Source: an optimization exercise on an open RTL-to-GDS flow (aim: small area and a short achievable clock period). Production flows keep margins and buffers that such runs may drop.
The RTL was checked by simulation tests, not by an equivalence proof against the original design.
Power figures rest on the tool's default switching activity, not on a simulated workload.

--- flow/run.sh ---
#!/bin/bash
# synth_recipe.tcl (not shown) runs the flow's synth.tcl, then flattens the netlist and writes it again
# the make line also repeats each setting of config.mk as NAME=value (left out here)
make -C /OpenROAD-flow-scripts/flow DESIGN_CONFIG=/design/flow/config.mk WORK_HOME=/design/flow/orfs CLKGATE_MAP_FILE= SYNTH_SCRIPT=/design/flow/synth_recipe.tcl finish
--- flow/config.mk ---
export PLATFORM = sky130hd
export DESIGN_NAME = default_peripheral_system
export DESIGN_NICKNAME = default_peripheral_system
export VERILOG_FILES = /design/flow/design.v
export SDC_FILE = /design/flow/constraint.sdc
export NUM_CORES = 4
export LEC_CHECK = 0
export CAP_MARGIN = 20
export CORE_MARGIN = 2
export CORE_UTILIZATION = 40
export SLEW_MARGIN = 20
--- flow/constraint.sdc ---
create_clock -name core_clock -period 85.0 [get_ports {clock}]
set_input_delay 17.0000 -clock core_clock [delete_from_list [all_inputs] [get_ports {clock}]]
set_output_delay 17.0000 -clock core_clock [all_outputs]
set_load 0.01 [all_outputs]
--- flow/design.v ---
package dps_pkg;
	localparam int IRQ_NUM_TIMER  = 36;
	localparam int IRQ_NUM_SCI_RX = 37;
	localparam logic [1:0] OFF_0 = 2'd0;
	localparam logic [1:0] OFF_4 = 2'd1;
	localparam logic [1:0] OFF_8 = 2'd2;
	localparam logic [1:0] OFF_C = 2'd3;
endpackage
module dps_bus_ctrl (
	input  logic        clock,
	input  logic        rst,
	input  logic        req,
	input  logic        rw,
	input  logic [31:0] addr,
	input  logic [31:0] wdata,
	output logic        busy,
	output logic        valid,
	output logic [31:0] rdata,
	output logic        timer_wr,
	output logic        sci_wr,
	output logic        sci_rd,
	output logic [1:0]  offset,
	output logic [31:0] wdata_q,
	input  logic [31:0] timer_rdata,
	input  logic [31:0] sci_rdata
);
	logic        first;
	logic        rw_q;
	logic        timer_q;
	logic        sci_q;
	logic [31:0] data_q;
	logic        aligned;
	logic [31:0] rd;
	assign aligned = (addr[31:9] == 23'd0) && (addr[1:0] == 2'd0);
	assign rd      = (timer_q ? timer_rdata : 32'd0) | (sci_q ? sci_rdata : 32'd0);
	always_ff @(posedge clock) begin
		if (rst) begin
			busy  <= 1'b0;
			valid <= 1'b0;
		end else begin
			busy  <= busy ? first : req;
			valid <= busy && !first && !rw_q;
		end
		first <= !busy;
	end
	always_ff @(posedge clock) begin
		if (!busy) begin
			rw_q    <= rw;
			offset  <= addr[3:2];
			timer_q <= aligned && !addr[8];
			sci_q   <= aligned && addr[8];
		end
	end
	always_ff @(posedge clock) begin
		if (!busy) begin
			data_q <= wdata;
		end else if (first) begin
			data_q <= rd;
		end
	end
	assign timer_wr = busy && first && timer_q && rw_q;
	assign sci_wr   = busy && first && sci_q && rw_q;
	assign sci_rd   = busy && first && sci_q && !rw_q;
	assign wdata_q  = data_q;
	assign rdata    = data_q;
endmodule
module dps_timer (
	input  logic        clock,
	input  logic        rst,
	input  logic        wr,
	input  logic [1:0]  offset,
	input  logic [31:0] wdata,
	output logic [31:0] rdata,
	output logic        match
);
	logic        run;
	logic [31:0] count;
	logic [31:0] cmp;
	logic [1:0]  mode;
	logic        hit;
	logic        start;
	assign hit   = run && (count == cmp);
	assign start = wr && (offset == dps_pkg::OFF_0) && wdata[0];
	always_ff @(posedge clock) begin
		if (rst) begin
			run   <= 1'b0;
			count <= '0;
			mode  <= '0;
			match <= 1'b0;
			cmp   <= '0;
		end else begin
			match <= hit && mode[0];
			if (start || (hit && mode[1])) begin
				count <= '0;
			end else if (run && !hit) begin
				count <= count + 32'd1;
			end
			if (wr && offset == dps_pkg::OFF_0) begin
				run <= wdata[0];
			end else if (hit && !mode[1]) begin
				run <= 1'b0;
			end
			if (wr && offset == dps_pkg::OFF_8) begin
				cmp <= wdata;
			end
			if (wr && offset == dps_pkg::OFF_C) begin
				mode <= wdata[1:0];
			end
		end
	end
	always_comb begin
		case (offset)
			dps_pkg::OFF_0: rdata = {31'b0, run};
			dps_pkg::OFF_4: rdata = count;
			dps_pkg::OFF_8: rdata = cmp;
			default:        rdata = {30'b0, mode};
		endcase
	end
endmodule
module dps_sci (
	input  logic        clock,
	input  logic        rst,
	input  logic        rxd,
	input  logic        wr,
	input  logic        rd,
	input  logic [1:0]  offset,
	input  logic [31:0] wdata,
	output logic [31:0] rdata,
	output logic        txd,
	output logic        rx_event
);
	logic [31:0] cfg;
	logic [9:0]  tx_sr;
	logic [3:0]  tx_cnt;
	logic        tx_busy;
	logic        rxd_meta;
	logic        rxd_sync;
	logic        rx_act;
	logic        rx_dat;
	logic [8:0]  rx_sr;
	logic [3:0]  rx_cnt;
	logic [7:0]  rx_data;
	logic        rx_full;
	logic        rx_tick;
	logic        rx_take;
	assign tx_busy = |tx_sr;
	assign txd     = tx_sr[0] | !tx_busy;
	always_ff @(posedge clock) begin
		if (rst) begin
			cfg <= '0;
		end else if (wr && offset == dps_pkg::OFF_8) begin
			cfg <= wdata;
		end
	end
	always_ff @(posedge clock) begin
		if (rst) begin
			tx_sr <= '0;
		end else if (wr && offset == dps_pkg::OFF_0 && cfg[0] && !tx_busy) begin
			tx_sr <= {1'b1, wdata[7:0], 1'b0};
		end else if (&tx_cnt) begin
			tx_sr <= {1'b0, tx_sr[9:1]};
		end
		tx_cnt <= tx_busy ? tx_cnt + 4'd1 : 4'd0;
	end
	always_ff @(posedge clock) begin
		rxd_meta <= rxd;
		rxd_sync <= rxd_meta;
	end
	assign rx_tick = &rx_cnt;
	assign rx_take = rx_act && rx_dat && rx_sr[0] && rx_tick;
	always_ff @(posedge clock) begin
		rx_cnt <= rx_act ? rx_cnt + 4'd1 : 4'd8;
		if (!rx_act) begin
			rx_dat <= 1'b0;
		end else if (rx_tick) begin
			if (!rx_dat) begin
				rx_dat <= 1'b1;
				rx_sr  <= 9'h100;
			end else if (!rx_sr[0]) begin
				rx_sr <= {rxd_sync, rx_sr[8:1]};
			end
		end
		if (rst) begin
			rx_act   <= 1'b0;
			rx_full  <= 1'b0;
			rx_event <= 1'b0;
			rx_data  <= '0;
		end else begin
			if (!rx_act) begin
				rx_act <= cfg[0] && !rxd_sync;
			end else if (rx_tick && (rx_dat ? rx_sr[0] : rxd_sync)) begin
				rx_act <= 1'b0;
			end
			if (rx_take) begin
				rx_full <= 1'b1;
				rx_data <= rx_sr[8:1];
			end else if (rd && offset == dps_pkg::OFF_4) begin
				rx_full <= 1'b0;
			end
			rx_event <= rx_take && cfg[1];
		end
	end
	always_comb begin
		case (offset)
			dps_pkg::OFF_4: rdata = {24'b0, rx_data};
			dps_pkg::OFF_8: rdata = cfg;
			dps_pkg::OFF_C: rdata = {30'b0, rx_full, tx_busy};
			default:        rdata = '0;
		endcase
	end
endmodule
module dps_irq_ctrl (
	input  logic        clock,
	input  logic        rst,
	input  logic        cfg_req,
	input  logic [5:0]  cfg_entry,
	input  logic        cfg_valid,
	input  logic        cfg_mask,
	input  logic [1:0]  cfg_level,
	input  logic [63:0] events,
	input  logic        ack,
	output logic        irq_req,
	output logic [5:0]  irq_num
);
	logic [63:0] enabled;
	logic [63:0] lvl1;
	logic [63:0] lvl0;
	logic [63:0] pending;
	logic [63:0] cand;
	logic [63:0] top1;
	logic [63:0] sel;
	logic        max1;
	logic        max0;
	logic        found;
	logic [5:0]  best_num;
	always_ff @(posedge clock) begin
		for (int i = 0; i < 64; i++) begin
			if (rst) begin
				enabled[i] <= 1'b0;
			end else if (cfg_req && cfg_entry == 6'(i)) begin
				enabled[i] <= cfg_valid && cfg_mask;
			end
			if (cfg_req && cfg_entry == 6'(i)) begin
				lvl1[i] <= cfg_level[1];
				lvl0[i] <= cfg_level[0];
			end
		end
	end
	assign cand  = pending & enabled;
	assign found = |cand;
	assign max1  = |(cand & lvl1);
	assign top1  = cand & (lvl1 | {64{!max1}});
	assign max0  = |(top1 & lvl0);
	assign sel   = top1 & (lvl0 | {64{!max0}});
	dps_prio_enc #(.W(6)) enc_i (
		.in  (sel),
		.any (),
		.idx (best_num)
	);
	always_ff @(posedge clock) begin
		for (int i = 0; i < 64; i++) begin
			if (rst) begin
				pending[i] <= 1'b0;
			end else begin
				pending[i] <= (pending[i] && !(irq_req && ack && irq_num == 6'(i))) || events[i];
			end
		end
		if (rst) begin
			irq_req <= 1'b0;
		end else begin
			irq_req <= irq_req ? !ack : found;
		end
		if (!irq_req) begin
			irq_num <= best_num;
		end
	end
endmodule
module dps_prio_enc #(
	parameter int W = 6
) (
	input  logic [(1<<W)-1:0] in,
	output logic              any,
	output logic [W-1:0]      idx
);
	generate
		if (W == 1) begin : g_leaf
			assign any = in[0] | in[1];
			assign idx = !in[0];
		end else begin : g_node
			logic            any_lo;
			logic            any_hi;
			logic [W-2:0]    idx_lo;
			logic [W-2:0]    idx_hi;
			dps_prio_enc #(.W(W-1)) lo_i (
				.in  (in[(1<<(W-1))-1:0]),
				.any (any_lo),
				.idx (idx_lo)
			);
			dps_prio_enc #(.W(W-1)) hi_i (
				.in  (in[(1<<W)-1:(1<<(W-1))]),
				.any (any_hi),
				.idx (idx_hi)
			);
			assign any = any_lo | any_hi;
			assign idx = any_lo ? {1'b0, idx_lo} : {1'b1, idx_hi};
		end
	endgenerate
endmodule
module default_peripheral_system (
	input  logic        clock,
	input  logic        rst,
	input  logic        irq_cfg_req,
	input  logic [5:0]  irq_cfg_entry,
	input  logic        irq_cfg_valid,
	input  logic        irq_cfg_mask,
	input  logic [1:0]  irq_cfg_level,
	input  logic        req,
	input  logic        rw,
	input  logic [31:0] addr,
	input  logic [31:0] wdata,
	output logic        busy,
	output logic        valid,
	output logic [31:0] rdata,
	output logic        irq_req,
	output logic [5:0]  irq_num,
	input  logic        irq_ack,
	input  logic [63:0] irq_src,
	output logic        sci_txd,
	input  logic        sci_rxd
);
	logic        timer_match;
	logic        sci_rx_event;
	logic [63:0] irq_events;
	logic        timer_wr;
	logic        sci_wr;
	logic        sci_rd;
	logic [1:0]  offset;
	logic [31:0] wdata_q;
	logic [31:0] timer_rdata;
	logic [31:0] sci_rdata;
	always_comb begin
		irq_events                          = irq_src;
		irq_events[dps_pkg::IRQ_NUM_TIMER]  = irq_src[dps_pkg::IRQ_NUM_TIMER] | timer_match;
		irq_events[dps_pkg::IRQ_NUM_SCI_RX] = irq_src[dps_pkg::IRQ_NUM_SCI_RX] | sci_rx_event;
	end
	dps_bus_ctrl bus_ctrl_i (
		.clock       (clock),
		.rst         (rst),
		.req         (req),
		.rw          (rw),
		.addr        (addr),
		.wdata       (wdata),
		.busy        (busy),
		.valid       (valid),
		.rdata       (rdata),
		.timer_wr    (timer_wr),
		.sci_wr      (sci_wr),
		.sci_rd      (sci_rd),
		.offset      (offset),
		.wdata_q     (wdata_q),
		.timer_rdata (timer_rdata),
		.sci_rdata   (sci_rdata)
	);
	dps_timer timer_i (
		.clock  (clock),
		.rst    (rst),
		.wr     (timer_wr),
		.offset (offset),
		.wdata  (wdata_q),
		.rdata  (timer_rdata),
		.match  (timer_match)
	);
	dps_sci sci_i (
		.clock    (clock),
		.rst      (rst),
		.rxd      (sci_rxd),
		.wr       (sci_wr),
		.rd       (sci_rd),
		.offset   (offset),
		.wdata    (wdata_q),
		.rdata    (sci_rdata),
		.txd      (sci_txd),
		.rx_event (sci_rx_event)
	);
	dps_irq_ctrl irq_ctrl_i (
		.clock     (clock),
		.rst       (rst),
		.cfg_req   (irq_cfg_req),
		.cfg_entry (irq_cfg_entry),
		.cfg_valid (irq_cfg_valid),
		.cfg_mask  (irq_cfg_mask),
		.cfg_level (irq_cfg_level),
		.events    (irq_events),
		.ack       (irq_ack),
		.irq_req   (irq_req),
		.irq_num   (irq_num)
	);
endmodule
==> run summary, run 1 <==
GRT overflow: 0
First-pass GRT wire length: 105000 microns
DR iter-0 viols: 1935
Clk buf depth: 3
Die ar.: 52000 sq um
Syn Inst Count: 2259
Slew HR: 0.314
Post-cts resize count: 0
Cell count of the worst reg-to-reg path: 15
Pleak: 8.33 nW
Die width: 228 microns
Cts bufs inserted: 49
Core ar.: 49900 sq um
Initial antenna violation count: 4
CP Launch Type: flop
Inst Count DP: 3016
Synth Cell Area: 20100 sq um
Buffers added on ports: 182
CTS Sinks: 444
Worst Hold Class: reg2reg
Reg clk slew, reported paths: 0.06 ns
Final Max Slew Viols: 0
Setup bufs post-CTS: 0
Clk root buf: clkbuf_16
Peak Freq: 0.0513 GHz
Most frequent cells in the layout: 335 x nand2_1, 316 x nor2_1, 264 x dfxtp_1, 210 x a21oi_1, 180 x edfxtp_1
Worst IR Drop VDD: 0.0145 mV
Worst-Skew Late Latency: 0.62 ns
Final Cycle Share: 0.230
Final TNS setup: 0 ns
Avg Inst Size Synth: 8.89 sq um
WL per Instance: 22.7 microns
Vias per cell: 5.79
Crit path required time: 68.00 ns
Outcome: timing/DRC/antenna clean
Fin nets: 2543
Worst path slowest cell: clkdlybuf4s50_1
Largest net degree at the start of global routing: 84
Worst setup path class: reg2out
Hold Path Stages: 0
Fill cells: 4796
Area growth from synthesis to layout: 19.8%
# DRC: 0
CP max FO: 3
All-layer global routing usage: 0.264
Seq/Total Area, Yosys: 0.532
Cell Rows: 82
Most common cell after layout, fill and taps aside: nand2_1
WL final: 70700 microns
1st-pass router iterations: 6
Setup Viol. Count Final: 0
Clock skew: 0.0393 ns
Max-cap violation count: 0
Cts hold-fix bufs: 0
Crit path DAT: 2.51 ns
Number of global-route vias before repair: 16934
Post-synth ARST share: 0
Top FF cell, synth: dfxtp_1
Worst path buffer plus inverter count: 1
Initial core utilization: 0.403
Max H-tree Level: 2
I/O pins: 187
Mapped Nets: 2407
Slew @ Worst Pin: 1.03 ns
Routed via count: 18011
Number of synthesized flops with an enable pin: 180
Critical path's top delay family: simple AND/OR/NAND/NOR gates
Largest stage delay, worst path: 0.55 ns
ANT nets after route: 0
Share of cells above drive strength 1: 0.0521
CP Capture Type: output port
Finished Layout Cells: 3109
Cell chain of the critical path: or4_1 > nor4_1 > or2_2 > clkdlybuf4s50_1
Synth Warn #: 5
Cell depth of the worst setup path: 4
Unrepaired setup endpoints after global routing: false
Post-synthesis cell type count: 63
HPWL after DPL: 49900 microns
Pwr dens: 19.9 nW/um^2
Die height: 228 microns
Hold Violations, Final: 0
Register bit total from synthesis: 444
Routability congestion estimate: 0.985
CTS tree: yes
Post-route minimum period: 19.51 ns
per-stage QoR:
stage | utilization | total power [W] | hold WS, ns | cell area, sq um | setup WS (ns)
after global routing | 0.483 | 0.000493 | 0.338 | 24100 | 65.40
final | 0.483 | 0.000479 | 0.326 | 24100 | 65.49
after floorplan | - | 0.000248 | 0.310 | 20100 | 66.38
after detailed placement | 0.449 | 0.000268 | 0.318 | 22400 | 65.92
after global placement | 0.449 | 0.000267 | 0.316 | 22400 | 65.74
after CTS | 0.482 | 0.000482 | 0.334 | 24100 | 65.45
registers in the layout, indices dropped and copies added (netlist names), 4 cells and up:
register,flops
bus_ctrl_i.data_q,32
irq_ctrl_i.enabled,64
irq_ctrl_i.irq_num,6
irq_ctrl_i.lvl0,64
irq_ctrl_i.lvl1,64
irq_ctrl_i.pending,64
sci_i.cfg,32
sci_i.rx_cnt,4
sci_i.rx_data,8
sci_i.rx_sr,9
sci_i.tx_cnt,4
sci_i.tx_sr,10
timer_i.cmp,32
timer_i.count,32
worst paths after layout:
| kind | startpoint | end | slack [ns] |
|---|---|---|---|
| worst max-delay path | sci_i.tx_sr[5]$_SDFFE_PP0P_ | sci_txd | 65.49 |
| worst min-delay path | sci_i.rxd_meta$_DFF_P_ | sci_i.rxd_sync$_DFF_P_ | 0.33 |
| worst max register to register | irq_ctrl_i.lvl1[1]$_DFFE_PP_ | irq_ctrl_i.irq_num[2]$_DFFE_PN_ | 78.20 |
| worst min register to register | sci_i.rxd_meta$_DFF_P_ | sci_i.rxd_sync$_DFF_P_ | 0.33 |
synth_stat cells (all sizes together), types with 6 or more instances:
cell type / count / area (sq um)
o21ai: 193 / 966
a221oi: 34 / 298
nand2b: 6 / 37.5
nand4: 65 / 407
nor4: 21 / 138
mux2i: 10 / 100
dfxtp: 264 / 5290
and2: 21 / 131
buf: 21 / 159
o21a: 10 / 75.1
nor3: 10 / 50.1
a31oi: 11 / 68.8
o211ai: 10 / 75.1
or3: 7 / 43.8
a21oi: 210 / 1050
o21bai: 6 / 45.0
o2111ai: 67 / 587
nand2: 335 / 1260
and3: 9 / 56.3
xnor2: 43 / 377
nor2b: 20 / 125
inv: 81 / 304
clkbuf: 97 / 364
nor2: 317 / 1190
xor2: 20 / 175
a22o: 39 / 342
edfxtp: 180 / 5410
nand3: 97 / 485
worst reg2reg max path, stage by stage, from the launching register on:
cell and delay, ns:
edfxtp_1 0.41, nand3_1 0.30, nand4_1 0.19, nor4_1 0.49, and4_4 0.78, buf_4 0.73
o2111ai_1 0.49, nand4_1 0.29, nor4_1 0.09, and4_4 0.44, o21ai_0 0.63, nand4_1 0.29
nor4_1 0.48, and2_1 0.40, or3b_1 0.43, o31ai_1 0.13
routing by layer:
metal	track usage	up-vias	part of all wire
li1	-	8405	-
met1	0.345	8687	0.42
met2	0.437	786	0.47
met3	0.0454	133	0.075
met4	0.101	0	0.039
met5	0	-	0
logic make-up after synthesis:
group | share of synthesized area
simple gates | 0.203
mux | 0.00723
buf+inv | 0.0412
flops | 0.532
xor+xnor | 0.0275
compound gates | 0.187
fa+ha+maj | 0.00187
layout make-up:
type                    count  area [sq um]  area share
clock inverters            28           241      0.0100
well taps                 672           841      0.0349
multi-input cells        1616          8590       0.357
inverters                  81           304      0.0126
diodes                      1          2.50    0.000104
clock buffers              64          1420      0.0588
flip-flops and latches    444         10700       0.444
repair buffers            203          1980      0.0822
power by group:
part	internal, W	total (W)	switching, W	leakage, nW
combinational	0.0000129	0.0000303	0.0000173	3.71
clock	0.000124	0.000216	0.0000918	0.815
sequential	0.000227	0.000233	0.00000594	3.81
total	0.000364	0.000479	0.000115	8.33
==> inputs of run 2 (changes only) <==
--- a/flow/design.v
+++ b/flow/design.v
@@ -24,49 +24,55 @@
 	input  logic [31:0] timer_rdata,
 	input  logic [31:0] sci_rdata
 );
+	logic        idle;
 	logic        first;
 	logic        rw_q;
+	logic        low_q;
+	logic        a8_q;
 	logic        timer_q;
 	logic        sci_q;
 	logic [31:0] data_q;
-	logic        aligned;
 	logic [31:0] rd;
-	assign aligned = (addr[31:9] == 23'd0) && (addr[1:0] == 2'd0);
+	assign timer_q = low_q && !a8_q;
+	assign sci_q   = low_q && a8_q;
 	assign rd      = (timer_q ? timer_rdata : 32'd0) | (sci_q ? sci_rdata : 32'd0);
 	always_ff @(posedge clock) begin
 		if (rst) begin
 			busy  <= 1'b0;
+			idle  <= 1'b1;
 			valid <= 1'b0;
 		end else begin
-			busy  <= busy ? first : req;
-			valid <= busy && !first && !rw_q;
+			busy  <= idle ? req : first;
+			idle  <= idle ? !req : !first;
+			valid <= !idle && !first && !rw_q;
 		end
-		first <= !busy;
+		first <= idle;
 	end
 	always_ff @(posedge clock) begin
-		if (!busy) begin
-			rw_q    <= rw;
-			offset  <= addr[3:2];
-			timer_q <= aligned && !addr[8];
-			sci_q   <= aligned && addr[8];
+		if (idle) begin
+			rw_q   <= rw;
+			offset <= addr[3:2];
+			low_q  <= (addr[31:9] == 23'd0) && (addr[1:0] == 2'd0);
+			a8_q   <= addr[8];
 		end
 	end
 	always_ff @(posedge clock) begin
-		if (!busy) begin
+		if (idle) begin
 			data_q <= wdata;
 		end else if (first) begin
 			data_q <= rd;
 		end
 	end
-	assign timer_wr = busy && first && timer_q && rw_q;
-	assign sci_wr   = busy && first && sci_q && rw_q;
-	assign sci_rd   = busy && first && sci_q && !rw_q;
+	assign timer_wr = !idle && first && timer_q && rw_q;
+	assign sci_wr   = !idle && first && sci_q && rw_q;
+	assign sci_rd   = !idle && first && sci_q && !rw_q;
 	assign wdata_q  = data_q;
 	assign rdata    = data_q;
 endmodule
 module dps_timer (
 	input  logic        clock,
 	input  logic        rst,
+	input  logic        rst_q,
 	input  logic        wr,
 	input  logic [1:0]  offset,
 	input  logic [31:0] wdata,
@@ -84,22 +90,27 @@
 	always_ff @(posedge clock) begin
 		if (rst) begin
 			run   <= 1'b0;
+			match <= 1'b0;
+		end else begin
+			match <= hit && mode[0];
+			if (wr && offset == dps_pkg::OFF_0) begin
+				run <= wdata[0];
+			end else if (hit && !mode[1]) begin
+				run <= 1'b0;
+			end
+		end
+	end
+	always_ff @(posedge clock) begin
+		if (rst_q) begin
 			count <= '0;
 			mode  <= '0;
-			match <= 1'b0;
 			cmp   <= '0;
 		end else begin
-			match <= hit && mode[0];
 			if (start || (hit && mode[1])) begin
 				count <= '0;
 			end else if (run && !hit) begin
 				count <= count + 32'd1;
 			end
-			if (wr && offset == dps_pkg::OFF_0) begin
-				run <= wdata[0];
-			end else if (hit && !mode[1]) begin
-				run <= 1'b0;
-			end
 			if (wr && offset == dps_pkg::OFF_8) begin
 				cmp <= wdata;
 			end
@@ -120,6 +131,7 @@
 module dps_sci (
 	input  logic        clock,
 	input  logic        rst,
+	input  logic        rst_q,
 	input  logic        rxd,
 	input  logic        wr,
 	input  logic        rd,
@@ -143,22 +155,36 @@
 	logic        rx_full;
 	logic        rx_tick;
 	logic        rx_take;
+	logic [9:0]  tx_sr_next;
 	assign tx_busy = |tx_sr;
-	assign txd     = tx_sr[0] | !tx_busy;
 	always_ff @(posedge clock) begin
 		if (rst) begin
-			cfg <= '0;
+			cfg[0] <= 1'b0;
 		end else if (wr && offset == dps_pkg::OFF_8) begin
-			cfg <= wdata;
+			cfg[0] <= wdata[0];
+		end
+		if (rst_q) begin
+			cfg[31:1] <= '0;
+		end else if (wr && offset == dps_pkg::OFF_8) begin
+			cfg[31:1] <= wdata[31:1];
+		end
+	end
+	always_comb begin
+		if (wr && offset == dps_pkg::OFF_0 && cfg[0] && !tx_busy) begin
+			tx_sr_next = {1'b1, wdata[7:0], 1'b0};
+		end else if (&tx_cnt) begin
+			tx_sr_next = {1'b0, tx_sr[9:1]};
+		end else begin
+			tx_sr_next = tx_sr;
 		end
 	end
 	always_ff @(posedge clock) begin
 		if (rst) begin
 			tx_sr <= '0;
-		end else if (wr && offset == dps_pkg::OFF_0 && cfg[0] && !tx_busy) begin
-			tx_sr <= {1'b1, wdata[7:0], 1'b0};
-		end else if (&tx_cnt) begin
-			tx_sr <= {1'b0, tx_sr[9:1]};
+			txd   <= 1'b1;
+		end else begin
+			tx_sr <= tx_sr_next;
+			txd   <= tx_sr_next[0] || !(|tx_sr_next);
 		end
 		tx_cnt <= tx_busy ? tx_cnt + 4'd1 : 4'd0;
 	end
@@ -182,22 +208,25 @@
 		end
 		if (rst) begin
 			rx_act   <= 1'b0;
-			rx_full  <= 1'b0;
 			rx_event <= 1'b0;
-			rx_data  <= '0;
 		end else begin
 			if (!rx_act) begin
 				rx_act <= cfg[0] && !rxd_sync;
 			end else if (rx_tick && (rx_dat ? rx_sr[0] : rxd_sync)) begin
 				rx_act <= 1'b0;
 			end
+			rx_event <= rx_take && cfg[1];
+		end
+		if (rst_q) begin
+			rx_full <= 1'b0;
+			rx_data <= '0;
+		end else begin
 			if (rx_take) begin
 				rx_full <= 1'b1;
 				rx_data <= rx_sr[8:1];
 			end else if (rd && offset == dps_pkg::OFF_4) begin
 				rx_full <= 1'b0;
 			end
-			rx_event <= rx_take && cfg[1];
 		end
 	end
 	always_comb begin
@@ -212,6 +241,7 @@
 module dps_irq_ctrl (
 	input  logic        clock,
 	input  logic        rst,
+	input  logic        rst_q,
 	input  logic        cfg_req,
 	input  logic [5:0]  cfg_entry,
 	input  logic        cfg_valid,
@@ -259,11 +289,7 @@
 	);
 	always_ff @(posedge clock) begin
 		for (int i = 0; i < 64; i++) begin
-			if (rst) begin
-				pending[i] <= 1'b0;
-			end else begin
-				pending[i] <= (pending[i] && !(irq_req && ack && irq_num == 6'(i))) || events[i];
-			end
+			pending[i] <= (pending[i] && !rst_q && !(irq_req && ack && irq_num == 6'(i))) || events[i];
 		end
 		if (rst) begin
 			irq_req <= 1'b0;
@@ -331,6 +357,7 @@
 	logic        timer_match;
 	logic        sci_rx_event;
 	logic [63:0] irq_events;
+	logic        rst_q;
 	logic        timer_wr;
 	logic        sci_wr;
 	logic        sci_rd;
@@ -343,6 +370,9 @@
 		irq_events[dps_pkg::IRQ_NUM_TIMER]  = irq_src[dps_pkg::IRQ_NUM_TIMER] | timer_match;
 		irq_events[dps_pkg::IRQ_NUM_SCI_RX] = irq_src[dps_pkg::IRQ_NUM_SCI_RX] | sci_rx_event;
 	end
+	always_ff @(posedge clock) begin
+		rst_q <= rst;
+	end
 	dps_bus_ctrl bus_ctrl_i (
 		.clock       (clock),
 		.rst         (rst),
@@ -362,6 +392,7 @@
 		.sci_rdata   (sci_rdata)
 	);
 	dps_timer timer_i (
+		.rst_q    (rst_q),
 		.clock  (clock),
 		.rst    (rst),
 		.wr     (timer_wr),
@@ -371,6 +402,7 @@
 		.match  (timer_match)
 	);
 	dps_sci sci_i (
+		.rst_q    (rst_q),
 		.clock    (clock),
 		.rst      (rst),
 		.rxd      (sci_rxd),
@@ -383,6 +415,7 @@
 		.rx_event (sci_rx_event)
 	);
 	dps_irq_ctrl irq_ctrl_i (
+		.rst_q    (rst_q),
 		.clock     (clock),
 		.rst       (rst),
 		.cfg_req   (irq_cfg_req),
==> flow/flow/run.sh (new file) <==
#!/bin/bash
set -euo pipefail
export BUFFER_PORTS_ARGS="-buffer_cell sky130_fd_sc_hd__buf_1"
export SETUP_SLACK_MARGIN=67
bash standard.sh > standard.log 2>&1
==> flow/standard.sh (new file) <==
#!/bin/bash
# synth_recipe.tcl (not shown) runs the flow's synth.tcl, then flattens the netlist and writes it again
# the make line also repeats each setting of config.mk as NAME=value (left out here)
make -C /OpenROAD-flow-scripts/flow DESIGN_CONFIG=/design/flow/config.mk WORK_HOME=/design/flow/orfs CLKGATE_MAP_FILE= SYNTH_SCRIPT=/design/flow/synth_recipe.tcl "${@:-finish}"
removed: flow/run.sh
==> run 2 against run 1 <==
Against the previous run: register-to-register slack improved by 0.06 ns; sequential power about the same; clock power is 3% higher; area after synthesis is 0.27% higher; synthesized cell count shrank 1.7%; clock skew down 0.018 ns; die area increased by 0.26%; flip-flop and latch count rose by 3; cell count grew 0.39%; hold slack improved by 0.026 ns; count of clock-buffer cells in the layout down 1; combinational power is 3% lower; largest power group unchanged.
==> run summary, run 2 <==
Most frequent cell after synthesis: nand2_1
Worst path buffer plus inverter count: 1 (unchanged)
Seq/Total Area, Yosys: 0.534 (+0.00156)
CP Launch Type: flop
Setup Viol. Count Final: 0 (unchanged)
Hold Slack: 0.351 ns (+0.0259 ns)
Mapped Nets: 2368 (-1.6%)
# DRC: 0 (unchanged)
Worst IR Drop VDD: 0.0123 mV (-15%)
DR iter-0 viols: 1952 (+0.88%)
Clock skew: 0.0208 ns (-0.0185 ns)
Slew @ Worst Pin: 1.26 ns (+0.227 ns)
Pwr dens: 20.4 nW/um^2 (+2.5%)
CP Capture Type: output port
Crit path DAT: 1.21 ns (-1.30 ns)
ANT nets after route: 0 (unchanged)
Vias per cell: 5.84 (+0.81%)
Initial core utilization: 0.403 (about the same)
Cell chain of the critical path: buf_1
Pleak: 7.90 nW (-5.1%)
Top cells by count, synth: 414 x nand2_1, 282 x nor2_1, 267 x dfxtp_1
Cts bufs inserted: 49 (unchanged)
Worst-Skew Late Latency: 0.61 ns (about the same)
WL per Instance: 23.6 microns (+4.0%)
Fin nets: 2552 (+0.35%)
Routability congestion estimate: 0.946 (-3.9%)
Worst setup path class: reg2out
Synth Warn #: 5 (unchanged)
Unrepaired setup endpoints after global routing: true
Cell area after layout: 23800 sq um (-1.2%)
Most common cell after layout, fill and taps aside: nand2_1
CTS tree: yes
Top FF cell, synth: dfxtp_1
Most frequent cells in the layout: 404 x nand2_1, 263 x dfxtp_1, 262 x nor2_1, 180 x edfxtp_1, 167 x a21oi_1
I/O pins: 187 (unchanged)
CTS Sinks: 447 (+0.68%)
Worst Hold Class: reg2reg
Crit path required time: 68.00 ns (about the same)
Largest cells by area after synthesis: edfxtp_1 27%, dfxtp_1 27%, nand2_1 7.7%, nor2_1 5.3%, a21oi_1 4.1%
Core ar.: 50000 sq um (+0.21%)
Slew HR: 0.158 (-0.156)
Final Cycle Share: 0.214 (-0.0152)
Syn Inst Count: 2220 (-1.7%)
Cell Rows: 82 (unchanged)
Placed Area: 21400 sq um (-4.3%)
Number of global-route vias before repair: 16815 (-0.70%)
Reg clk slew, reported paths: 0.06 ns (about the same)
Cts hold-fix bufs: 0 (unchanged)
Final TNS setup: 0 ns (unchanged)
All-layer global routing usage: 0.274 (+0.0101)
Synth Cell Area: 20100 sq um (+0.27%)
Die ar.: 52200 sq um (+0.26%)
Initial antenna violation count: 5 (+1)
WL final: 73800 microns (+4.4%)
1st-pass router iterations: 5 (-1)
Share of cells above drive strength 1: 0.136 (+0.0841)
Final Max Slew Viols: 0 (unchanged)
HPWL after DPL: 52000 microns (+4.2%)
Area growth from synthesis to layout: 18.0%
First-pass GRT wire length: 107000 microns (+2.4%)
Avg Inst Size Synth: 9.07 sq um (+2.0%)
GRT overflow: 0 (unchanged)
Peak Freq: 0.0549 GHz (+7.1%)
Post-synthesis cell type count: 75 (+19%)
Yosys top cell by area: edfxtp_1
Clk buf depth: 3 (unchanged)
Largest net degree at the start of global routing: 75 (-11%)
Outcome: timing/DRC/antenna clean
Max H-tree Level: 2 (unchanged)
Register bit total from synthesis: 447 (+0.68%)
Fin worst setup slack: 66.79 ns (+1.30 ns)
Worst path slowest cell: edfxtp_1
Clk root buf: clkbuf_16
Die height: 228 microns (+0.13%)
Critical path's top delay family: flip-flops
Die width: 228 microns (+0.13%)
Pre-CTS WS: 65.93 ns (+0.0156 ns)
Largest stage delay, worst path: 0.45 ns (-0.10 ns)
CP max FO: 2 (-1)
Hold Violations, Final: 0 (unchanged)
Number of synthesized flops with an enable pin: 180 (unchanged)
Total power: 0.000485 W (+1.3%)
Max-cap violation count: 0 (unchanged)
Yosys top cell area share: 0.268 (-0.000719)
Post-synth ARST share: 0 (unchanged)
Buffers added on ports: 182 (unchanged)
Routed via count: 18227 (+1.2%)
Post-route minimum period: 18.21 ns (-1.30 ns)
[run 2: area by class of cell]
| class | instances | area [sq um] |
|---|---|---|
| Multi-Input combinational cell | 1635 | 9070 |
| Antenna cell | 4 | 10.0 |
| Tap cell | 672 | 841 |
| Clock buffer | 63 | 1440 |
| Sequential cell | 447 | 10800 |
| Fill cell | 4751 | 26200 |
| Timing Repair Buffer | 252 | 1320 |
| Inverter | 19 | 71.3 |
| Clock inverter | 29 | 269 |
[run 2: final timing paths]
check	start	cells after the start	end	slack, ns
max	irq_ctrl_i.irq_num[3]$_DFFE_PN_	1	irq_num[3]	66.79
min	sci_i.rxd_meta$_DFF_P_	0	sci_i.rxd_sync$_DFF_P_	0.35
max reg2reg	irq_ctrl_i.lvl1[51]$_DFFE_PP_	15	irq_ctrl_i.irq_num[0]$_DFFE_PN_	78.26
min reg2reg	sci_i.rxd_meta$_DFF_P_	0	sci_i.rxd_sync$_DFF_P_	0.35
[run 2: what timing repair did]
| action | CTS | global route |
|---|---|---|
| pin swaps | 2 | 1 |
| buffers inserted | 44 | 9 |
| setup endpoints to repair | 143 | 220 |
| gates resized for setup | 18 | 49 |
| cloned | 0 | 1 |
[run 2: where the power goes]
part | switching, W | internal [W] | total [W]
logic | 0.0000194 | 0.00000998 | 0.0000294
registers | 0.00000499 | 0.000228 | 0.000233
clock network | 0.0000933 | 0.000130 | 0.000223
total | 0.000118 | 0.000368 | 0.000485
[run 2: kinds of logic (layout without fill, tap and decap cells)]
| group | count (synthesis) | in the layout | synth area share |
|---|---|---|---|
| buffers and inverters | 139 | 363 | 0.0306 |
| XOR/XNOR | 63 | 63 | 0.0274 |
| adder cells (fa/ha/maj) | 3 | 3 | 0.00186 |
| other | 0 | 4 | 0 |
| AO/OA/AOI/OAI | 572 | 572 | 0.182 |
| multiplexers | 21 | 21 | 0.0116 |
| AND/OR/NAND/NOR | 975 | 976 | 0.212 |
| flip-flops | 447 | 447 | 0.534 |
[run 2: through the flow]
stage,util,std cells
6_report,0.476,3121
5_1_grt,0.476,3117
4_1_cts,0.471,3107
3_5_place_dp,0.429,2971
3_3_place_gp,0.429,2971
2_1_floorplan,-,2220
[run 2: metal layers]
metal / GRT usage / wire length (microns) / up-vias
met5: 0 / 25 / -
met4: 0.0923 / 2710 / 4
met3: 0.0497 / 7010 / 146
met2: 0.440 / 33700 / 864
met1: 0.373 / 30300 / 8761
li1: - / - / 8452
==> inputs of run 3 (changes only) <==
==> flow/flow/run.sh (replaced) <==
#!/bin/bash
# Standard layout, with plain buffers on the ports.
set -euo pipefail
export BUFFER_PORTS_ARGS="-buffer_cell sky130_fd_sc_hd__buf_1"
bash standard.sh > standard.log 2>&1
--- a/flow/config.mk
+++ b/flow/config.mk
@@ -8,4 +8,5 @@
 export CAP_MARGIN = 20
 export CORE_MARGIN = 2
 export CORE_UTILIZATION = 40
+export CTS_BUF_LIST = sky130_fd_sc_hd__clkbuf_4 sky130_fd_sc_hd__clkbuf_8
 export SLEW_MARGIN = 20
==> run 3 against run 2 <==
Against the previous run: hold slack improved by 0.0035 ns; still clean; routed wire length is 3.7% lower; cell area shrank 2.9%; flip-flop and latch count is the same; sequential share of layout area is 1.3 points higher; core utilization fell by 1.4 points; combinational power fell by about 20%; worst setup slack got worse by 0.25 ns; sequential power is essentially flat; critical path type unchanged.
==> run summary, run 3 <==
Outcome: timing/DRC/antenna clean
Worst IR Drop VDD: 0.0125 mV (+1.8%)
Die height: 228 microns (unchanged)
Worst-Skew Late Latency: 0.70 ns (+0.09 ns)
Reg clk slew, reported paths: 0.06 ns (about the same)
Fin nets: 2530 (-0.86%)
Largest stage delay, worst path: 0.61 ns (+0.16 ns)
Final Max Slew Viols: 0 (unchanged)
Pre-CTS WS: 66.19 ns (+0.260 ns)
Crit path DAT: 1.46 ns (+0.25 ns)
Synth Warn #: 5 (unchanged)
Max-cap violation count: 0 (unchanged)
1st-pass router iterations: 6 (+1)
Worst setup path class: reg2out
Post-synthesis cell type count: 75 (unchanged)
Number of synthesized flops with an enable pin: 180 (unchanged)
R2R setup slack: 77.67 ns (-0.59 ns)
WL per Instance: 22.8 microns (-3.7%)
Syn Inst Count: 2220 (unchanged)
CP Capture Type: output port
CTS Sinks: 447 (unchanged)
Top cells by count, synth: 414 x nand2_1, 282 x nor2_1, 267 x dfxtp_1
Clk root buf: clkbuf_8
Final TNS setup: 0 ns (unchanged)
Post-route minimum period: 18.46 ns (+0.251 ns)
CTS tree: yes
Clock skew: 0.0531 ns (+0.0322 ns)
# DRC: 0 (unchanged)
Buffers added on ports: 182 (unchanged)
Post-synth ARST share: 0 (unchanged)
DR iter-0 viols: 1806 (-7.5%)
Core ar.: 50000 sq um (unchanged)
Share of cells above drive strength 1: 0.106 (-0.0299)
Worst Hold Class: reg2reg
Largest cells by area after synthesis: edfxtp_1 27%, dfxtp_1 27%, nand2_1 7.7%, nor2_1 5.3%, a21oi_1 4.1%
Worst path slowest cell: edfxtp_1
CP max FO: 8 (+6)
Worst path buffer plus inverter count: 1 (unchanged)
Routability congestion estimate: 0.990 (+4.7%)
Mapped Nets: 2368 (unchanged)
Crit path required time: 68.00 ns (about the same)
Clk buf depth: 3 (unchanged)
Largest net degree at the start of global routing: 75 (unchanged)
Max H-tree Level: 3 (+1)
Most frequent cell after synthesis: nand2_1
Peak Freq: 0.0542 GHz (-1.4%)
WL final: 71000 microns (-3.7%)
Fin worst setup slack: 66.54 ns (-0.251 ns)
GRT overflow: 0 (unchanged)
Die ar.: 52200 sq um (unchanged)
Die width: 228 microns (unchanged)
I/O pins: 187 (unchanged)
Yosys top cell area share: 0.268 (unchanged)
Synth Cell Area: 20100 sq um (unchanged)
HPWL after DPL: 50200 microns (-3.5%)
Seq/Total Area, Yosys: 0.534 (unchanged)
Placed Area: 21400 sq um (-0.29%)
Pwr dens: 20.5 nW/um^2 (+0.23%)
Slew @ Worst Pin: 1.14 ns (-0.115 ns)
Routed via count: 18063 (-0.90%)
First-pass GRT wire length: 105000 microns (-2.0%)
Cell Rows: 82 (unchanged)
Slew HR: 0.237 (+0.0786)
Unrepaired setup endpoints after global routing: false
Vias per cell: 5.79 (-0.87%)
Number of global-route vias before repair: 16877 (+0.37%)
CP Launch Type: flop
Setup Viol. Count Final: 0 (unchanged)
Avg Inst Size Synth: 9.07 sq um (unchanged)
Initial core utilization: 0.403 (unchanged)
Cell area after layout: 23100 sq um (-2.9%)
Total power: 0.000473 W (-2.7%)
Yosys top cell by area: edfxtp_1
Critical path's top delay family: flip-flops
Most frequent cells in the layout: 414 x nand2_1, 280 x nor2_1, 265 x dfxtp_1, 180 x edfxtp_1, 179 x buf_1
Hold Slack: 0.355 ns (+0.00351 ns)
Initial antenna violation count: 5 (unchanged)
Final Cycle Share: 0.217 (+0.00295)
Cts hold-fix bufs: 0 (unchanged)
Cell chain of the critical path: buf_1
Cts bufs inserted: 76 (+55%)
Register bit total from synthesis: 447 (unchanged)
Hold Violations, Final: 0 (unchanged)
Post-cts resize count: 0 (-18)
Pleak: 7.59 nW (-4.0%)
Top FF cell, synth: dfxtp_1
Most common cell after layout, fill and taps aside: nand2_1
ANT nets after route: 0 (unchanged)
Area growth from synthesis to layout: 14.6%
Setup bufs post-CTS: 0 (-100%)
All-layer global routing usage: 0.267 (-0.00737)
==> run 3: layer usage <==
metal  global-route usage  part of all wire  up-vias
met5                    0           0.00046        -
met4                0.114             0.044        6
met3               0.0606             0.086      162
met2                0.421              0.45      824
met1                0.352              0.41     8682
li1                     -                 -     8389
==> run 3: through the flow <==
stage           util  instances
6_report       0.462       3120
3_5_place_dp   0.428       2975
4_1_cts        0.462       3116
3_3_place_gp   0.427       2974
2_1_floorplan      -       2220
5_1_grt        0.462       3117
==> run 3: cell type report <==
| type | count | area [sq um] |
|---|---|---|
| Fill cell | 4873 | 26900 |
| Sequential cell | 447 | 10800 |
| Multi-Input combinational cell | 1634 | 8850 |
| Clock buffer | 120 | 1500 |
| Timing Repair Buffer | 204 | 866 |
| Tap cell | 672 | 841 |
| Clock inverter | 21 | 200 |
| Inverter | 19 | 71.3 |
| Antenna cell | 3 | 7.51 |
==> run 3: power breakdown <==
| part | internal [W] | switching, W |
|---|---|---|
| clock network | 0.000122 | 0.0000927 |
| registers | 0.000228 | 0.00000623 |
| logic | 0.00000688 | 0.0000167 |
==> run 3: cell families after synthesis <==
| kind of cell | Yosys count | share of synthesized area |
|---|---|---|
| adder cells (fa/ha/maj) | 3 | 0.00186 |
| buffers and inverters | 139 | 0.0306 |
| XOR/XNOR | 63 | 0.0274 |
| AO/OA/AOI/OAI | 572 | 0.182 |
| flip-flops | 447 | 0.534 |
| multiplexers | 21 | 0.0116 |
| AND/OR/NAND/NOR | 975 | 0.212 |
==> run 3: path summary, 6_finish.rpt <==
check,from,end,cells past startpoint
worst min register to register,sci_i.rxd_meta$_DFF_P_,sci_i.rxd_sync$_DFF_P_,0
worst max-delay path,irq_ctrl_i.irq_num[3]$_DFFE_PN_,irq_num[3],1
worst max register to register,irq_ctrl_i.lvl1[4]$_DFFE_PP_,irq_ctrl_i.irq_num[0]$_DFFE_PN_,16
worst min-delay path,sci_i.rxd_meta$_DFF_P_,sci_i.rxd_sync$_DFF_P_,0
==> inputs of run 4 (changes only) <==
==> flow/flow/run.sh (replaced) <==
#!/bin/bash
# Standard layout, with plain buffers on the ports and a lighter clock tree
# (no dummy loads, larger sink clusters).
set -euo pipefail
export BUFFER_PORTS_ARGS="-buffer_cell sky130_fd_sc_hd__buf_1"
export CTS_ARGS="-sink_clustering_enable -repair_clock_nets -dont_use_dummy_load -buf_list {sky130_fd_sc_hd__clkbuf_8 sky130_fd_sc_hd__clkbuf_16} -sink_clustering_size 30 -sink_clustering_max_diameter 80"
bash standard.sh > standard.log 2>&1
--- a/flow/config.mk
+++ b/flow/config.mk
@@ -8,5 +8,4 @@
 export CAP_MARGIN = 20
 export CORE_MARGIN = 2
 export CORE_UTILIZATION = 40
-export CTS_BUF_LIST = sky130_fd_sc_hd__clkbuf_4 sky130_fd_sc_hd__clkbuf_8
 export SLEW_MARGIN = 20
==> run 4 against run 3 <==
Against the previous run: still clean; flip-flop and latch count did not move; count of clock-buffer cells in the layout fell by 91; die area did not move; global-route usage fell by 0.65 points.
==> run summary, run 4 <==
Outcome: timing/DRC/antenna clean
Cts hold-fix bufs: 0 (unchanged)
Core ar.: 50000 sq um (unchanged)
Pwr dens: 17.6 nW/um^2 (-14%)
I/O pins: 187 (unchanged)
Die height: 228 microns (unchanged)
Crit path DAT: 1.39 ns (-0.07 ns)
Syn Inst Count: 2220 (unchanged)
Synth Cell Area: 20100 sq um (unchanged)
Critical path's top delay family: flip-flops
Register bit total from synthesis: 447 (unchanged)
GRT overflow: 0 (unchanged)
CP max FO: 8 (unchanged)
Share of cells above drive strength 1: 0.0677 (-0.0386)
Number of synthesized flops with an enable pin: 180 (unchanged)
Clock skew: 0.0608 ns (+0.00774 ns)
CP Capture Type: output port
Vias per cell: 5.92 (+2.3%)
Final Cycle Share: 0.216 (-0.000861)
HPWL after DPL: 50200 microns (unchanged)
Cell chain of the critical path: buf_1
Largest stage delay, worst path: 0.61 ns (about the same)
Routability congestion estimate: 0.990 (unchanged)
Unrepaired setup endpoints after global routing: false
Yosys top cell area share: 0.268 (unchanged)
Crit path required time: 68.00 ns (about the same)
Fin nets: 2483 (-1.9%)
Avg Inst Size Synth: 9.07 sq um (unchanged)
Initial core utilization: 0.403 (unchanged)
Die width: 228 microns (unchanged)
DR iter-0 viols: 1942 (+7.5%)
# DRC: 0 (unchanged)
Worst setup path class: reg2out
Area growth from synthesis to layout: 9.77%
Setup bufs post-CTS: 0 (unchanged)
Max H-tree Level: 1 (-2)
WL per Instance: 23.3 microns (+2.1%)
CTS tree: yes
Cell Rows: 82 (unchanged)
Finished Layout Cells: 3006 (-3.7%)
Fin worst setup slack: 66.61 ns (+0.0732 ns)
Slew HR: 0.271 (+0.0345)
Clk buf depth: 3 (unchanged)
Die ar.: 52200 sq um (unchanged)
Initial antenna violation count: 4 (-1)
Top FF cell, synth: dfxtp_1
Most frequent cell after synthesis: nand2_1
Synth Warn #: 5 (unchanged)
Post-route minimum period: 18.39 ns (-0.0732 ns)
Fill cells: 4908 (+0.72%)
Peak Freq: 0.0544 GHz (+0.40%)
Number of global-route vias before repair: 16368 (-3.0%)
Final TNS setup: 0 ns (unchanged)
CP Launch Type: flop
Post-synthesis cell type count: 75 (unchanged)
CTS Sinks: 447 (unchanged)
All-layer global routing usage: 0.260 (-0.00647)
Reg clk slew, reported paths: 0.06 ns (about the same)
ANT nets after route: 0 (unchanged)
Most frequent cells in the layout: 414 x nand2_1, 280 x nor2_1, 265 x dfxtp_1, 180 x edfxtp_1, 179 x buf_1
Seq/Total Area, Yosys: 0.534 (unchanged)
Mapped Nets: 2368 (unchanged)
Post-cts resize count: 0 (unchanged)
Routed via count: 17805 (-1.4%)
Final Max Slew Viols: 0 (unchanged)
Cts bufs inserted: 29 (-62%)
Post-synth ARST share: 0 (unchanged)
Slew @ Worst Pin: 1.09 ns (-0.0487 ns)
Inst Count DP: 2975 (unchanged)
Setup Viol. Count Final: 0 (unchanged)
Most common cell after layout, fill and taps aside: nand2_1
Worst path buffer plus inverter count: 1 (unchanged)
Worst-Skew Late Latency: 0.62 ns (-0.08 ns)
WL final: 69900 microns (-1.6%)
Largest net degree at the start of global routing: 75 (unchanged)
Pleak: 7.05 nW (-7.1%)
Worst path slowest cell: edfxtp_1
Clk root buf: clkbuf_16
Pre-CTS WS: 66.19 ns (unchanged)
Max-cap violation count: 0 (unchanged)
Worst Hold Class: reg2reg
Top cells by count, synth: 414 x nand2_1, 282 x nor2_1, 267 x dfxtp_1
Yosys top cell by area: edfxtp_1
Worst IR Drop VDD: 0.0133 mV (+5.9%)
Largest cells by area after synthesis: edfxtp_1 27%, dfxtp_1 27%, nand2_1 7.7%, nor2_1 5.3%, a21oi_1 4.1%
First-pass GRT wire length: 103000 microns (-1.6%)
1st-pass router iterations: 6 (unchanged)
Buffers added on ports: 182 (unchanged)
Hold Violations, Final: 0 (unchanged)
run 4: area by class of cell:
cell class              count  area, sq um  share of cell area
inverters                  19         71.3             0.00323
repair buffers            204          866              0.0392
flip-flops and latches    447        10800               0.486
multi-input cells        1634         8850               0.400
well taps                 672          841              0.0380
diodes                      1         2.50            0.000113
clock buffers              29          726              0.0328
run 4: final timing paths:
path	startpoint	to	slack, ns	cells after the start
max	irq_ctrl_i.irq_num[2]$_DFFE_PN_	irq_num[2]	66.61	1
min	sci_i.rxd_meta$_DFF_P_	sci_i.rxd_sync$_DFF_P_	0.36	0
max reg2reg	irq_ctrl_i.lvl1[4]$_DFFE_PP_	irq_ctrl_i.irq_num[0]$_DFFE_PN_	77.43	16
min reg2reg	sci_i.rxd_meta$_DFF_P_	sci_i.rxd_sync$_DFF_P_	0.36	0
run 4: where the power goes:
part	total [W]	switching [W]	internal [W]
sequential	0.000234	0.00000619	0.000228
combinational	0.0000235	0.0000167	0.00000688
clock	0.000131	0.0000711	0.0000601
run 4: logic make-up (layout without fill, tap and decap cells):
family,after synthesis,after routing,synth area share
xor+xnor,63,63,0.0274
other cells,0,1,0
flops,447,447,0.534
fa+ha+maj,3,3,0.00186
mux,21,21,0.0116
simple gates,975,975,0.212
buf+inv,139,252,0.0306
compound gates,572,572,0.182
run 4: per-stage QoR:
stage	area, sq um	hold slack, ns	utilization	total power, W
finish	22100	0.359	0.442	0.000389
global route	22100	0.363	0.442	0.000401
CTS	22100	0.360	0.442	0.000391
detailed placement	21400	0.349	0.428	0.000262
global placement	21300	0.345	0.427	0.000262
floorplan	20100	0.310	-	0.000250
run 4: routing by layer:
metal  global-route usage  vias up  routed length [microns]
met5                    0        -                       44
met4                0.102        6                     3140
met3               0.0392      148                     5380
met2                0.419      807                    31800
met1                0.353     8592                    29500
li1                     -     8252                        -
==> inputs of run 5 (changes only) <==
--- a/flow/config.mk
+++ b/flow/config.mk
@@ -7,5 +7,6 @@
 export LEC_CHECK = 0
 export CAP_MARGIN = 20
 export CORE_MARGIN = 2
-export CORE_UTILIZATION = 40
+export CORE_UTILIZATION = 65
+export PLACE_DENSITY = 0.75
 export SLEW_MARGIN = 20
==> run 5 against run 4 <==
Against the previous run: critical endpoint is now rdata[0]; area after synthesis did not move; count of clock-buffer cells in the layout fell by 9; first-iteration DRC count rose by 22%; power fell by 6.3%; core utilization rose by 26 points; largest power group unchanged; clock skew fell by 0.022 ns; cell count fell by 9.6%; combinational power fell by 6%.
==> run summary, run 5 <==
1st-pass router iterations: 6 (unchanged)
CP max FO: 7 (-1)
Slew HR: 0.184 (-0.0872)
Top FF cell, synth: dfxtp_1
Synth Area in Adders: 0.00186 (unchanged)
Post-synthesis xor/xnor area fraction: 0.0274 (unchanged)
Max H-tree Level: 1 (unchanged)
Number of synthesized flops with an enable pin: 180 (unchanged)
Yosys top cell by area: edfxtp_1
Cell Rows: 64 (-22%)
Compound-gate portion of the synthesized area: 0.182 (unchanged)
Worst r2r src: irq_ctrl_i.lvl1[40]$_DFFE_PP_
Initial antenna violation count: 1 (-3)
Hold Slack: 0.341 ns (-0.0183 ns)
Post-route minimum period: 18.29 ns (-0.105 ns)
Final Max Slew Viols: 0 (unchanged)
Synth Cell Area: 20100 sq um (unchanged)
Die width: 180 microns (-21%)
Pleak: 6.90 nW (-2.1%)
Initial core utilization: 0.658 (+0.255)
CP Capture Point: rdata[0]
Clk root buf: clkbuf_16
Seq/Total Area, Yosys: 0.534 (unchanged)
Worst path slowest cell: edfxtp_1
Fin nets: 2471 (-0.48%)
Clock skew: 0.0384 ns (-0.0224 ns)
Die height: 180 microns (-21%)
Largest stage delay, worst path: 0.54 ns (-0.07 ns)
Final TNS setup: 0 ns (unchanged)
Worst setup path class: reg2out
Hold Violations, Final: 0 (unchanged)
Final Cycle Share: 0.215 (-0.00124)
Pwr dens: 17.0 nW/um^2 (-3.6%)
CP Launch Type: flop
CP Capture Type: output port
Top cells by count, synth: 414 x nand2_1, 282 x nor2_1, 267 x dfxtp_1
Area growth from synthesis to layout: 6.68%
Mapped Nets: 2368 (unchanged)
Largest family of logic cells by synthesized area: simple AND/OR/NAND/NOR gates
CTS tree: yes
Worst path buffer plus inverter count: 1 (unchanged)
Setup bufs post-CTS: 0 (unchanged)
Post-synthesis mux area share: 0.0116 (unchanged)
Reg clk slew, reported paths: 0.11 ns (+0.05 ns)
Cell depth of the worst setup path: 1 (unchanged)
Post-synthesis cell type count: 75 (unchanged)
GRT overflow: 0 (unchanged)
Cts bufs inserted: 20 (-31%)
Inserted Diodes: 0 (-1)
Post-synth ARST share: 0 (unchanged)
Buffers added on ports: 182 (unchanged)
Most frequent cell after synthesis: nand2_1
Outcome: timing/DRC/antenna clean
Worst-Skew Late Latency: 0.56 ns (-0.06 ns)
Cell chain of the critical path: buf_1
WL per Instance: 23.4 microns (+0.75%)
Critical path's top delay family: flip-flops
Unrepaired setup endpoints after global routing: false
Max-cap violation count: 0 (unchanged)
Synth Area in Simple Gates: 0.212 (unchanged)
HPWL after DPL: 45200 microns (-9.9%)
Crit path DAT: 1.29 ns (-0.10 ns)
All-layer global routing usage: 0.383 (+0.123)
Avg Inst Size Synth: 9.07 sq um (unchanged)
Grt peak-use layer: met2
R2R setup slack: 78.31 ns (+0.88 ns)
Setup Viol. Count Final: 0 (unchanged)
Die ar.: 32400 sq um (-38%)
Clk buf depth: 3 (unchanged)
Met3 GRT Util: 0.0562 (+0.0170)
Slew @ Worst Pin: 1.21 ns (+0.123 ns)
Hold Path Origin: sci_i.rxd_meta$_DFF_P_
Crit path required time: 68.00 ns (about the same)
Reg-to-reg endpoint: irq_ctrl_i.irq_num[0]$_DFFE_PN_
Peak Freq: 0.0547 GHz (+0.58%)
Share of cells above drive strength 1: 0.0629 (-0.00482)
Largest net degree at the start of global routing: 85 (+13%)
Post-cts resize count: 0 (unchanged)
Met1 usage: 0.498 (+0.146)
Register bit total from synthesis: 447 (unchanged)
Yosys top cell area share: 0.268 (unchanged)
Cts hold-fix bufs: 0 (unchanged)
Syn Inst Count: 2220 (unchanged)
Largest cells by area after synthesis: edfxtp_1 27%, dfxtp_1 27%, nand2_1 7.7%, nor2_1 5.3%, a21oi_1 4.1%
Cell count of the worst reg-to-reg path: 16 (unchanged)
Most common cell after layout, fill and taps aside: nand2_1
Routability congestion estimate: 1.05 (+5.7%)
Worst Hold Class: reg2reg
CTS Sinks: 447 (unchanged)
Critical Path Source: bus_ctrl_i.data_q[0]$_DFFE_PP_
I/O pins: 187 (unchanged)
Synth Warn #: 5 (unchanged)
Vias per cell: 6.59 (+11%)
# DRC: 0 (unchanged)
Number of global-route vias before repair: 16333 (-0.21%)
Routed via count: 17901 (+0.54%)
M2 GR Usage: 0.602 (+0.183)
ANT nets after route: 0 (unchanged)
DR iter-0 viols: 2374 (+22%)
Worst IR Drop VDD: 0.0146 mV (+10%)
Core ar.: 30600 sq um (-39%)
WL final: 63700 microns (-8.9%)
Most frequent cells in the layout: 413 x nand2_1, 281 x nor2_1, 265 x dfxtp_1, 180 x edfxtp_1, 179 x buf_1
First-pass GRT wire length: 95700 microns (-7.5%)
==> run 5: per-stage QoR <==
| stage | setup WS, ns | area [sq um] | utilization | std cells | power, W |
|---|---|---|---|---|---|
| 2_1_floorplan | 66.72 | 20100 | - | 2220 | 0.000250 |
| 3_3_place_gp | 66.33 | 21000 | 0.686 | 2697 | 0.000260 |
| 3_5_place_dp | 66.26 | 21000 | 0.686 | 2697 | 0.000261 |
| 4_1_cts | 66.69 | 21500 | 0.702 | 2717 | 0.000364 |
| 5_1_grt | 66.64 | 21500 | 0.702 | 2717 | 0.000373 |
| 6_report | 66.71 | 21500 | 0.702 | 2717 | 0.000364 |
==> run 5: worst reg2reg max path: cells and delay by family (launching register included) <==
family                 cells  cell delay, ns
and+or+nand+nor           10            3.55
AOI/OAI and AO/OA          4            1.32
buffers and inverters      2            1.10
DFF                        1            0.42
==> run 5: cells by family (layout without fill, tap and decap cells) <==
kind of cell | Yosys count | after routing
muxes | 21 | 21
and+or+nand+nor | 975 | 975
DFF | 447 | 447
adders and majority gates | 3 | 3
xor gates and xnor gates | 63 | 63
buffers and inverters | 139 | 240
AOI/OAI and AO/OA | 572 | 572
==> run 5: how the worst min path moves through the flow <==
stage	endpoint	cells after the start
6_report	sci_i.rxd_sync$_DFF_P_	0
5_1_grt	sci_i.rxd_sync$_DFF_P_	0
4_1_cts	sci_i.rxd_sync$_DFF_P_	0
3_5_place_dp	sci_i.rxd_sync$_DFF_P_	0
3_3_place_gp	sci_i.rxd_sync$_DFF_P_	0
2_1_floorplan	sci_i.rxd_sync$_DFF_P_	0
==> run 5: final cells by class <==
| type | count | area (sq um) |
|---|---|---|
| sequential | 447 | 10800 |
| fill | 2446 | 9100 |
| multi-input combinational | 1634 | 8830 |
| timing repair buffer | 201 | 830 |
| clock buffer | 20 | 500 |
| tap | 396 | 495 |
| inverter | 19 | 71.3 |
==> run 5: metal layers <==
metal,up-vias,part of all wire
met1,8411,0.38
met3,222,0.096
li1,8231,-
met5,-,0.00017
met4,2,0.081
met2,1035,0.45
==> run 5: where the power goes <==
part | internal [W] | leakage, nW | total [W] | switching [W]
combinational | 0.00000678 | 2.81 | 0.0000221 | 0.0000153
sequential | 0.000228 | 3.84 | 0.000234 | 0.00000647
clock | 0.0000426 | 0.246 | 0.000108 | 0.0000653
==> inputs of run 6 (changes only) <==
==> flow/flow/run.sh (replaced) <==
#!/bin/bash
set -euo pipefail
export BUFFER_PORTS_ARGS="-buffer_cell sky130_fd_sc_hd__buf_1"
export CTS_ARGS="-sink_clustering_enable -repair_clock_nets -dont_use_dummy_load -buf_list {sky130_fd_sc_hd__clkbuf_8 sky130_fd_sc_hd__clkbuf_16} -sink_clustering_size 30 -sink_clustering_max_diameter 80"
export SETUP_SLACK_MARGIN=67.3
export SETUP_MOVE_SEQUENCE="sizeup,swap"
bash standard.sh > standard.log 2>&1
==> run 6 against run 5 <==
Against the previous run: core utilization increased by 3.5 points; clock skew rose by 0.014 ns; count of clock-buffer cells in the layout unchanged; critical path depth unchanged; routed wire length fell by 1.0%; clock power about the same; flip-flop and latch count is the same; synthesized cell count is the same; area after synthesis unchanged; sequential power about the same; cell count is essentially flat; cell area up 5.0%; largest cell class unchanged; largest power group unchanged.
==> run summary, run 6 <==
Cell area after layout: 22600 sq um (+5.0%)
CTS tree: yes
Critical Path Source: bus_ctrl_i.data_q[1]$_DFFE_PP_
Worst setup path class: reg2out
Comb power frac: 0.069 (+0.008)
Mapped Nets: 2368 (unchanged)
WL final: 63000 microns (-1.0%)
Avg Inst Size Synth: 9.07 sq um (unchanged)
Number of synthesized flops with an enable pin: 180 (unchanged)
Fin nets: 2469 (-0.081%)
Sw Pwr: 0.0000882 W (+1.2%)
Inserted Diodes: 0 (unchanged)
Slew HR: 0.266 (+0.0816)
Hold Violations, Final: 0 (unchanged)
Final Cycle Share: 0.215 (about the same)
Post-route minimum period: 18.29 ns (+0.00140 ns)
Max H-tree Level: 1 (unchanged)
Routability congestion estimate: 1.06 (+1.6%)
Most frequent cell after synthesis: nand2_1
I/O pins: 187 (unchanged)
CTS Sinks: 447 (unchanged)
Initial antenna violation count: 0 (-1)
Storage cell area: 10800 sq um (about the same)
Sequential share of power: 0.642 (about the same)
Worst-Skew Late Latency: 0.56 ns (about the same)
Largest cells by area after synthesis: edfxtp_1 27%, dfxtp_1 27%, nand2_1 7.7%, nor2_1 5.3%, a21oi_1 4.1%
WL per Instance: 23.2 microns (-0.93%)
Critical path's top delay family: flip-flops
HPWL after DPL: 45500 microns (+0.56%)
Post-synthesis xor/xnor area fraction: 0.0274 (unchanged)
Fill cells: 2297 (-6.1%)
Number of global-route vias before repair: 16355 (+0.13%)
# DRC: 0 (unchanged)
CP Launch Type: flop
Core ar.: 30600 sq um (unchanged)
Die ar.: 32400 sq um (unchanged)
Clk root buf: clkbuf_16
Worst path buffer plus inverter count: 1 (unchanged)
Unrepaired setup endpoints after global routing: true
Register bit total from synthesis: 447 (unchanged)
Clock share of power: 0.290 (-0.006)
Seq/Total Area, Yosys: 0.534 (unchanged)
Cell chain of the critical path: buf_1
Share of cells above drive strength 1: 0.143 (+0.0803)
Hold Slack: 0.353 ns (+0.0128 ns)
Buffers added on ports: 182 (unchanged)
Vias per cell: 6.56 (-0.36%)
Most frequent cells in the layout: 356 x nand2_1, 263 x dfxtp_1, 214 x nor2_1, 180 x edfxtp_1, 154 x a21oi_1
Clock skew: 0.0521 ns (+0.0137 ns)
Total power: 0.000367 W (+0.72%)
Most common cell after layout, fill and taps aside: nand2_1
Initial core utilization: 0.658 (unchanged)
CP max FO: 5 (-2)
Worst r2r src: irq_ctrl_i.lvl1[60]$_DFFE_PP_
Crit path DAT: 1.29 ns (about the same)
Area growth from synthesis to layout: 12.0%
Worst IR Drop VDD: 0.0187 mV (+28%)
Synth Area in Simple Gates: 0.212 (unchanged)
Post-synth ARST share: 0 (unchanged)
R2R setup slack: 78.04 ns (-0.27 ns)
All-layer global routing usage: 0.374 (-0.00889)
DR iter-0 viols: 2004 (-16%)
Sw frac: 0.240 (+0.00120)
Hold Path Origin: sci_i.rxd_meta$_DFF_P_
Clk buf depth: 3 (unchanged)
Setup Viol. Count Final: 0 (unchanged)
Pwr dens: 16.3 nW/um^2 (-4.1%)
Routed via count: 17823 (-0.44%)
1st-pass router iterations: 9 (+3)
Compound-gate portion of the synthesized area: 0.182 (unchanged)
Yosys top cell area share: 0.268 (unchanged)
Post-synthesis cell type count: 75 (unchanged)
Placed Area: 21700 sq um (+3.5%)
Crit path required time: 68.00 ns (about the same)
Worst path slowest cell: edfxtp_1
Synth Area in Adders: 0.00186 (unchanged)
Peak Freq: 0.0547 GHz (about the same)
Synth Cell Area: 20100 sq um (unchanged)
First-pass GRT wire length: 93800 microns (-2.0%)
Die width: 180 microns (unchanged)
Largest net degree at the start of global routing: 85 (unchanged)
Top FF cell, synth: dfxtp_1
Yosys top cell by area: edfxtp_1
CP Capture Type: output port
Pleak: 7.26 nW (+5.2%)
Outcome: timing/DRC/antenna clean
Slew @ Worst Pin: 1.09 ns (-0.121 ns)
Cell Rows: 64 (unchanged)
Pint: 0.000279 W (+0.56%)
Syn Inst Count: 2220 (unchanged)
Largest family of logic cells by synthesized area: simple AND/OR/NAND/NOR gates
Die height: 180 microns (unchanged)
ANT nets after route: 0 (unchanged)
Fin util: 0.738 (+0.0352)
Max-cap violation count: 0 (unchanged)
Multi-input gate area in the final layout: 9730 sq um (+10%)
Worst Hold Class: reg2reg
Reg clk slew, reported paths: 0.11 ns (about the same)
Final Max Slew Viols: 0 (unchanged)
Final TNS setup: 0 ns (unchanged)
Post-synthesis mux area share: 0.0116 (unchanged)
Top cells by count, synth: 414 x nand2_1, 282 x nor2_1, 267 x dfxtp_1
Cts bufs inserted: 20 (unchanged)
Synth Warn #: 5 (unchanged)
Largest stage delay, worst path: 0.54 ns (about the same)
GRT overflow: 0 (unchanged)
-- run 6: kinds of logic after synthesis --
group / after synthesis
flops: 447
simple gates: 975
mux: 21
xor+xnor: 63
compound gates: 572
buf+inv: 139
fa+ha+maj: 3
-- run 6: worst paths after layout --
check,endpoint,depth (start not counted)
setup / recovery,rdata[1],1
hold / removal,sci_i.rxd_sync$_DFF_P_,0
setup reg to reg,irq_ctrl_i.irq_num[0]$_DFFE_PN_,16
hold reg to reg,sci_i.rxd_sync$_DFF_P_,0
-- run 6: layout make-up --
cell class / count / area share
clock buffer: 20 / 0.0222
timing repair buffer: 199 / 0.0445
inverter: 19 / 0.00316
multi-input combinational: 1634 / 0.431
tap: 396 / 0.0220
sequential: 447 / 0.477
-- run 6: per-layer routing --
layer	part of all wire	up-vias	GRT usage
met1	0.37	8363	0.479
met5	0	-	0
met4	0.070	0	0.209
met2	0.46	1036	0.615
li1	-	8233	-
met3	0.096	191	0.0540
-- run 6: timing repair --
item,in CTS,in global routing
gates resized for setup,73,59
pin swaps,44,34
buffers inserted,0,0
hold buffers,0,0
setup endpoints to repair,298,212
-- run 6: per-stage QoR --
step / instances / setup slack (ns)
5_1_grt: 2715 / 66.71
6_report: 2715 / 66.71
4_1_cts: 2715 / 66.71
3_3_place_gp: 2695 / 66.32
2_1_floorplan: 2220 / 66.90
3_5_place_dp: 2695 / 66.24
-- run 6: power by group through the flow --
stage          Clock [W]  Sequential (W)  Combinational [W]
6_report        0.000106        0.000236          0.0000252
5_1_grt         0.000113        0.000236          0.0000268
4_1_cts         0.000106        0.000235          0.0000242
3_5_place_dp           0        0.000240          0.0000233
3_3_place_gp           0        0.000240          0.0000227
2_1_floorplan          0        0.000237          0.0000148

## afterwards: timing with drivers on the ports
No port has a modelled driver above. Below, the same layouts with a new extraction and two added sets of constraints. Step 1 assumes that a clkbuf_16 drives the clock port and a buf_2 every other input. Step 2 times the ports against the registers' clock, not the clock port: input delays grow and output delays shrink by t, the midpoint of the rising clock arrivals with the driver on. Three values: no drivers, after step 1, after step 2; two values: the first two.
run | shift t [ns] | slack for setup (ns) | worst setup path at the end | clock arrival spread, ns | worst data-port slew with drivers (ns)
run 1 | 0.665 | 65.491 / 65.426 / 65.834 | input to register | 0.041 / 0.041 | 0.05
run 2 | 0.661 | 66.787 / 66.722 / 66.267 | input to register | 0.021 / 0.021 | 0.14
run 3 | 0.733 | 66.536 / 66.479 / 66.107 | input to register | 0.055 / 0.056 | 0.09
run 4 | 0.651 | 66.609 / 66.548 / 66.134 | input to register | 0.061 / 0.061 | 0.09
run 5 | 0.596 | 66.714 / 66.661 / 66.146 | input to register | 0.040 / 0.040 | 0.07
run 6 | 0.582 | 66.713 / 66.658 / 66.534 | input to register | 0.087 / 0.087 | 0.13
After both steps setup and hold are still met in every run listed. For run 5, which loses most, drivers alone change the setup slack by -0.053 ns; drivers and shift together by -0.568 ns.
